Source: an optimization exercise on an open RTL-to-GDS flow (aim: small area and a short achievable clock period). Production flows keep margins and buffers that such runs may drop. Function was checked by simulation only, so behaviour that the tests miss may differ from the original.

== build 39 ==
==> flow/design.v <==
module md_unit #(
  parameter int WIDTH       = 32,
  parameter int MULT_CYCLES = 5,
  parameter int DIV_CYCLES  = 10
) (
  input  logic             clk,
  input  logic             reset,
  input  logic             start,
  input  logic [2:0]       op,
  input  logic [WIDTH-1:0] a,
  input  logic [WIDTH-1:0] b,
  input  logic             hi_we,
  input  logic             lo_we,
  input  logic             cancel,
  output logic [WIDTH-1:0] hi,
  output logic [WIDTH-1:0] lo,
  output logic             busy,
  output logic             done
);
  localparam int W = 35;
  logic        busy_q, done_q;
  logic [3:0]  cnt_q;
  logic [2:0]  op_q;
  logic        aneg_q, bprev_q;
  logic [31:0] A_q;
  logic [35:0] L_q;
  logic [W-1:0] U_q;
  logic [31:0] hi_q, lo_q;
  wire idle   = ~busy_q;
  logic is_div, is_mul;
  logic m5, d10;    
  wire sgn    = ~op_q[0];
  wire acc    = op_q[2];
  wire sub    = op_q[2] & op_q[1];
  wire last   = m5 | d10;
  wire        dneg = sgn & A_q[31];
  wire [W-1:0] Ax  = {{(W-32){sgn & A_q[31]}}, A_q};
  function automatic logic [W-1:0] add_bk(input logic [W-1:0] x, input logic [W-1:0] y,
                                          input logic ci);
    logic [W:0] g, p;
    g = {x & y, ci};
    p = {x ^ y, 1'b0};
    for (int l = 1; l < 64; l = l * 2)
      for (int i = 2 * l - 1; i <= W; i = i + 2 * l) begin
        g[i] = g[i] | (p[i] & g[i-l]);
        p[i] = p[i] & p[i-l];
      end
    for (int l = 32; l >= 1; l = l / 2)
      for (int i = 3 * l - 1; i <= W; i = i + 2 * l) begin
        g[i] = g[i] | (p[i] & g[i-l]);
        p[i] = p[i] & p[i-l];
      end
    add_bk = (x ^ y) ^ g[W-1:0];
  endfunction
  logic [W-1:0] X [0:3];
  logic [W-1:0] Y [0:3];
  logic [W-1:0] S [0:3];
  logic [3:0]   cin, q;
  logic [1:0]   s2;
  logic         c2;
  always_comb begin
    for (int r = 0; r < 4; r++) begin
      logic b2, b1, b0, p1, p2, ph, ng;
      logic [W-1:0] pre;
      if (r == 0)      X[0] = {U_q[W-1:1], U_q[0] & ~d10};
      else if (!is_mul) X[r] = {S[r-1][W-2:0], L_q[35-r]};
      else             X[r] = {{2{S[r-1][W-1]}}, S[r-1][W-1:2]};
      b2 = (r == 0 && m5) ? L_q[33] : L_q[2*r+1];    
      b1 = (r == 0 && m5) ? L_q[32] : L_q[2*r];
      b0 = (r == 0) ? bprev_q : L_q[2*r-1];
      ph = 1'b0;
      if (is_div) begin
        p1 = ~(d10 & (r == 0));
        p2 = d10 & (r == 0);
        ng = ~(dneg ^ X[r][W-1]);    
      end else if (m5 && r != 0) begin
        p1 = 1'b0;
        p2 = 1'b0;
        ph = (r == 1) & acc;
        ng = 1'b0;
      end else begin
        p1 = b1 ^ b0;
        p2 = (b2 & ~b1 & ~b0) | (~b2 & b1 & b0);
        ng = b2 ^ sub;
      end
      pre = ({W{p1}} & Ax) | ({W{p2}} & {Ax[W-2:0], 1'b0});
      if (r == 1) pre = pre | ({W{ph}} & {5'd0, hi_q[31:2]});
      Y[r]   = pre ^ {W{ng}};
      cin[r] = (m5 && r == 1) ? c2 : ng;
      S[r] = add_bk(X[r], Y[r], cin[r]);
      q[r] = ~S[r][W-1] ^ aneg_q;
      if (r == 0) {c2, s2} = {1'b0, S[0][1:0]} + {1'b0, {2{acc}} & hi_q[1:0]};
    end
  end
  wire        x0n   = X[0][W-1];
  wire        use_s = x0n ^ aneg_q;
  wire        exact = aneg_q & (x0n ? ~|S[0] : ~|X[0]);
  wire [W-1:0] vc   = use_s ? S[0] : X[0];
  function automatic logic [31:0] cinc(input logic [31:0] x, input logic c0);
    logic c;
    c = c0;
    for (int k = 0; k < 32; k++) begin
      cinc[k] = x[k] ^ c;
      c       = x[k] & c;
    end
  endfunction
  wire        d_nz = |A_q;
  wire        negq = (aneg_q ^ dneg) & d_nz;
  wire [31:0] lo_r = cinc(L_q[31:0], is_div & (exact ^ negq));
  wire [31:0] d_hi = vc[32:1] & {32{~exact}};
  wire [31:0] m_hi = {S[1][29:0], s2};
  wire finish = busy_q & ~cancel & last;
  wire aneg_in = a[31] & ~op[0];
  logic [31:0] hi_t, lo_t;
  always_comb begin
    if (idle) begin
      hi_t = (!start && hi_we) ? a : hi_q;
      lo_t = (!start && lo_we) ? a : lo_q;
    end else if (last) begin
      hi_t = is_mul ? m_hi : d_hi;
      lo_t = lo_r;
    end else begin
      hi_t = hi_q;
      lo_t = lo_q;
    end
  end
  wire hold = busy_q & cancel;
  always_ff @(posedge clk or negedge reset) begin
    if (!reset) begin
      busy_q <= 1'b0;
      done_q <= 1'b0;
      hi_q   <= '0;
      lo_q   <= '0;
    end else begin
      done_q <= finish;
      if (idle) busy_q <= start;
      else if (cancel | last) busy_q <= 1'b0;
      hi_q <= hold ? hi_q : hi_t;
      lo_q <= hold ? lo_q : lo_t;
    end
  end
  always_ff @(posedge clk) begin
    if (idle) begin
      cnt_q   <= 4'd0;
      op_q    <= op;
      is_div  <= ~op[2] & op[1];
      is_mul  <= op[2] | ~op[1];
      m5      <= 1'b0;
      d10     <= 1'b0;
      A_q     <= b;
      L_q     <= {{4{aneg_in}}, a};
      U_q     <= op[2] ? {{(W-32){1'b0}}, lo_q} : {W{aneg_in & op[1]}};
      aneg_q  <= aneg_in;
      bprev_q <= 1'b0;
    end else begin
      cnt_q   <= cnt_q + 4'd1;
      m5      <= ~is_div & (cnt_q == 4'd3);
      d10     <= is_div & (cnt_q == 4'd8);
      bprev_q <= L_q[7];
      if (!is_mul) begin
        L_q <= {L_q[31:0], {q[0], q[1], q[2], q[3]} ^ {4{negq}}};
        U_q <= {S[3][W-2:0], L_q[31]};
      end else begin
        L_q <= {L_q[35:32], S[3][1:0], S[2][1:0], S[1][1:0], S[0][1:0], L_q[31:8]};
        U_q <= {{2{S[3][W-1]}}, S[3][W-1:2]};
      end
    end
  end
  assign hi   = hi_q;
  assign lo   = lo_q;
  assign busy = busy_q;
  assign done = done_q;
endmodule
Settings: LEC_CHECK=0, ABC_AREA=1, CAP_MARGIN=20, CORE_MARGIN=2, CORE_UTILIZATION=40, SLEW_MARGIN=20; clock period 80.0 ns.
standard.sh (not shown) runs the stock make flow with config.mk's settings and CLKGATE_MAP_FILE= SYNTH_SCRIPT=/design/flow/synth_recipe.tcl, a recipe that flattens the netlist after the stock synthesis.
==> flow/flow/run.sh <==
#!/bin/bash
set -e
export BUFFER_PORTS_ARGS="-buffer_cell sky130_fd_sc_hd__buf_1"
export SETUP_SLACK_MARGIN=62.75
bash standard.sh > standard.log 2>&1
Setup changes, build 39 to build 8
--- a/flow/flow/run.sh
+++ b/flow/flow/run.sh
@@ -4 +3,0 @@
-export SETUP_SLACK_MARGIN=62.75
==> summary.txt <==
- Build 8 reached the final stage; the timing, DRC and antenna checks on its layout passed.
- Route | build 8 vs build 39 | wire shorter in build 8
- | final design area excluding fillers | build 8 vs build 39 | better |
- On first-iteration DRC count, build 39 loses to build 8.
- Slew of the pin with the lowest slew margin: build 8 and build 39 compared, higher one is build 8
- The lower global-route met3 utilization came out of build 8.
- Between build 39 and build 8, utilization decreased.
- Re minimum period implied by the final worst setup slack: build 39 was lower than build 8.
- Met3 wirelength from detailed routing: build 8 lower than build 39
Changes in build 60 relative to build 8:
Settings: CTS_BUF_LIST newly set to sky130_fd_sc_hd__clkbuf_8; CTS_CLUSTER_SIZE newly set to 30.
--- a/flow/flow/run.sh
+++ b/flow/flow/run.sh
@@ -3,0 +4 @@
+export SETUP_SLACK_MARGIN=62.75
## What came out
- [compare] base=build 8 new=build 60: utilization went up by 1.7 points; via count now sits higher.
- Summary of build 60 over build 8: sequential share of layout area went down by 0.79 points; clock latency at the later pin of the worst-skew pair went up by 0.07 ns; met2 global-route usage went up by 0.69 points; global-route usage over all layers went up by 0.56 points.
- met3 usage on build 60 is up relative to build 8.

* * *

md_unit, a different RTL version from the one above (not shown whole).
For scale: roughly 2300 cells after synthesis, roughly 180 flip-flops, roughly 140 I/O pins.
export LEC_CHECK = 0
export ABC_AREA = 1
export CAP_MARGIN = 20
export CORE_MARGIN = 2
export CORE_UTILIZATION = 40
export SLEW_MARGIN = 20
create_clock -name core_clock -period 80.0 [get_ports {clk}]
==> flow/flow/run.sh <==
#!/bin/bash
set -e
export BUFFER_PORTS_ARGS="-buffer_cell sky130_fd_sc_hd__buf_1"
export SETUP_SLACK_MARGIN=62.85
bash standard.sh > standard.log 2>&1
==> next run, changes <==
--- a/flow/config.mk
+++ b/flow/config.mk
@@ -10,3 +10,3 @@
 export CORE_MARGIN = 2
-export CORE_UTILIZATION = 40
+export CORE_UTILIZATION = 60
 export SLEW_MARGIN = 20
Via count goes down by 0.47%.
Register-to-register slack loses 0.14 ns.
Clock skew goes down by 0.0069 ns.
Die area goes down by 33%.
Cell count goes down by 6.8%.
Core utilization goes up by 22 points.
Critical path depth is unchanged.
==> next run, changes <==
--- a/flow/config.mk
+++ b/flow/config.mk
@@ -8,5 +8,5 @@
 export ABC_AREA = 1
-export CAP_MARGIN = 20
+export CAP_MARGIN = 5
 export CORE_MARGIN = 2
-export CORE_UTILIZATION = 60
-export SLEW_MARGIN = 20
+export CORE_UTILIZATION = 40
+export SLEW_MARGIN = 5
Outcome: Sequential share of layout area went down by 0.26 points; non-clock buffer count went up by 9; final area went up by about 1.5%; synthesized cell count does not change; global-route usage went down by 12 points.

* * *

Another version of the RTL of md_unit (not shown whole).
Size in the first run: roughly 180 flip-flops.
export LEC_CHECK = 0
export ABC_AREA = 1
export CAP_MARGIN = 20
export CORE_MARGIN = 2
export CORE_UTILIZATION = 40
export SLEW_MARGIN = 20
create_clock -name core_clock -period 80.0 [get_ports {clk}]
run.sh (not shown) runs the stock make flow with config.mk's settings and CLKGATE_MAP_FILE= SYNTH_SCRIPT=/design/flow/synth_recipe.tcl, a recipe that flattens the netlist after the stock synthesis.
Stock flow here: none of the scripts above is used.
Change:
==> flow/flow/run.sh (new file) <==
#!/bin/bash
set -e
export BUFFER_PORTS_ARGS="-buffer_cell sky130_fd_sc_hd__buf_1"
bash standard.sh > standard.log 2>&1
==> flow/standard.sh (new file) <==
#!/bin/bash
# synth_recipe.tcl (not shown) runs the flow's synth.tcl, then flattens the netlist and writes it again
# the make line also repeats each setting of config.mk as NAME=value (left out here)
make -C /OpenROAD-flow-scripts/flow DESIGN_CONFIG=/design/flow/config.mk WORK_HOME=/design/flow/orfs CLKGATE_MAP_FILE= SYNTH_SCRIPT=/design/flow/synth_recipe.tcl "${@:-finish}"
removed: flow/run.sh
Routed wire length is higher slightly.
Sequential share of layout area is higher by 0.94 points.

## re-timing with driven ports
The results above use ideal ports. As a check the final layouts listed here were re-extracted and re-timed, cells and wires unchanged. Step 1: set_driving_cell puts a clkbuf_16 on clk and a buf_2 on each other input, an assumption about the parent block. Step 2, shift: input delay + t, output delay - t, t = (earliest + latest rising clock arrival at the registers) / 2. This alone moves slack from input paths to output paths. Three values: ideal ports, drivers, drivers and shift; two values: the first two.
| run | t (ns) | setup slack, ns | worst setup path at the end | cell pins on the clock port's net |
|---|---|---|---|---|
| build 39 | 0.542 | 62.819 / 62.813 / 62.313 | input to register | 1 |
| build 8 | 0.538 | 59.780 / 59.780 / 59.780 | register to register | 1 |
| build 60 | 0.597 | 62.761 / 62.760 / 62.196 | input to register | 1 |
| the first run of note 2 | 0.535 | 62.873 / 62.817 / 62.470 | input to register | 1 |
| the second run of note 2 | 0.520 | 62.871 / 62.817 / 62.481 | input to register | 1 |
| the third run of note 2 | 0.537 | 62.866 / 62.810 / 62.484 | input to register | 1 |
| the first run of note 3 | 0.538 | 62.072 / 62.100 / 61.563 | input to register | 1 |
| the second run of note 3 | 0.544 | 62.422 / 62.422 / 61.951 | input to register | 1 |
After both steps every run listed still meets setup and hold. The setup slack of build 60, which loses most, moves by -0.001 ns with the drivers and by -0.565 ns with both steps.
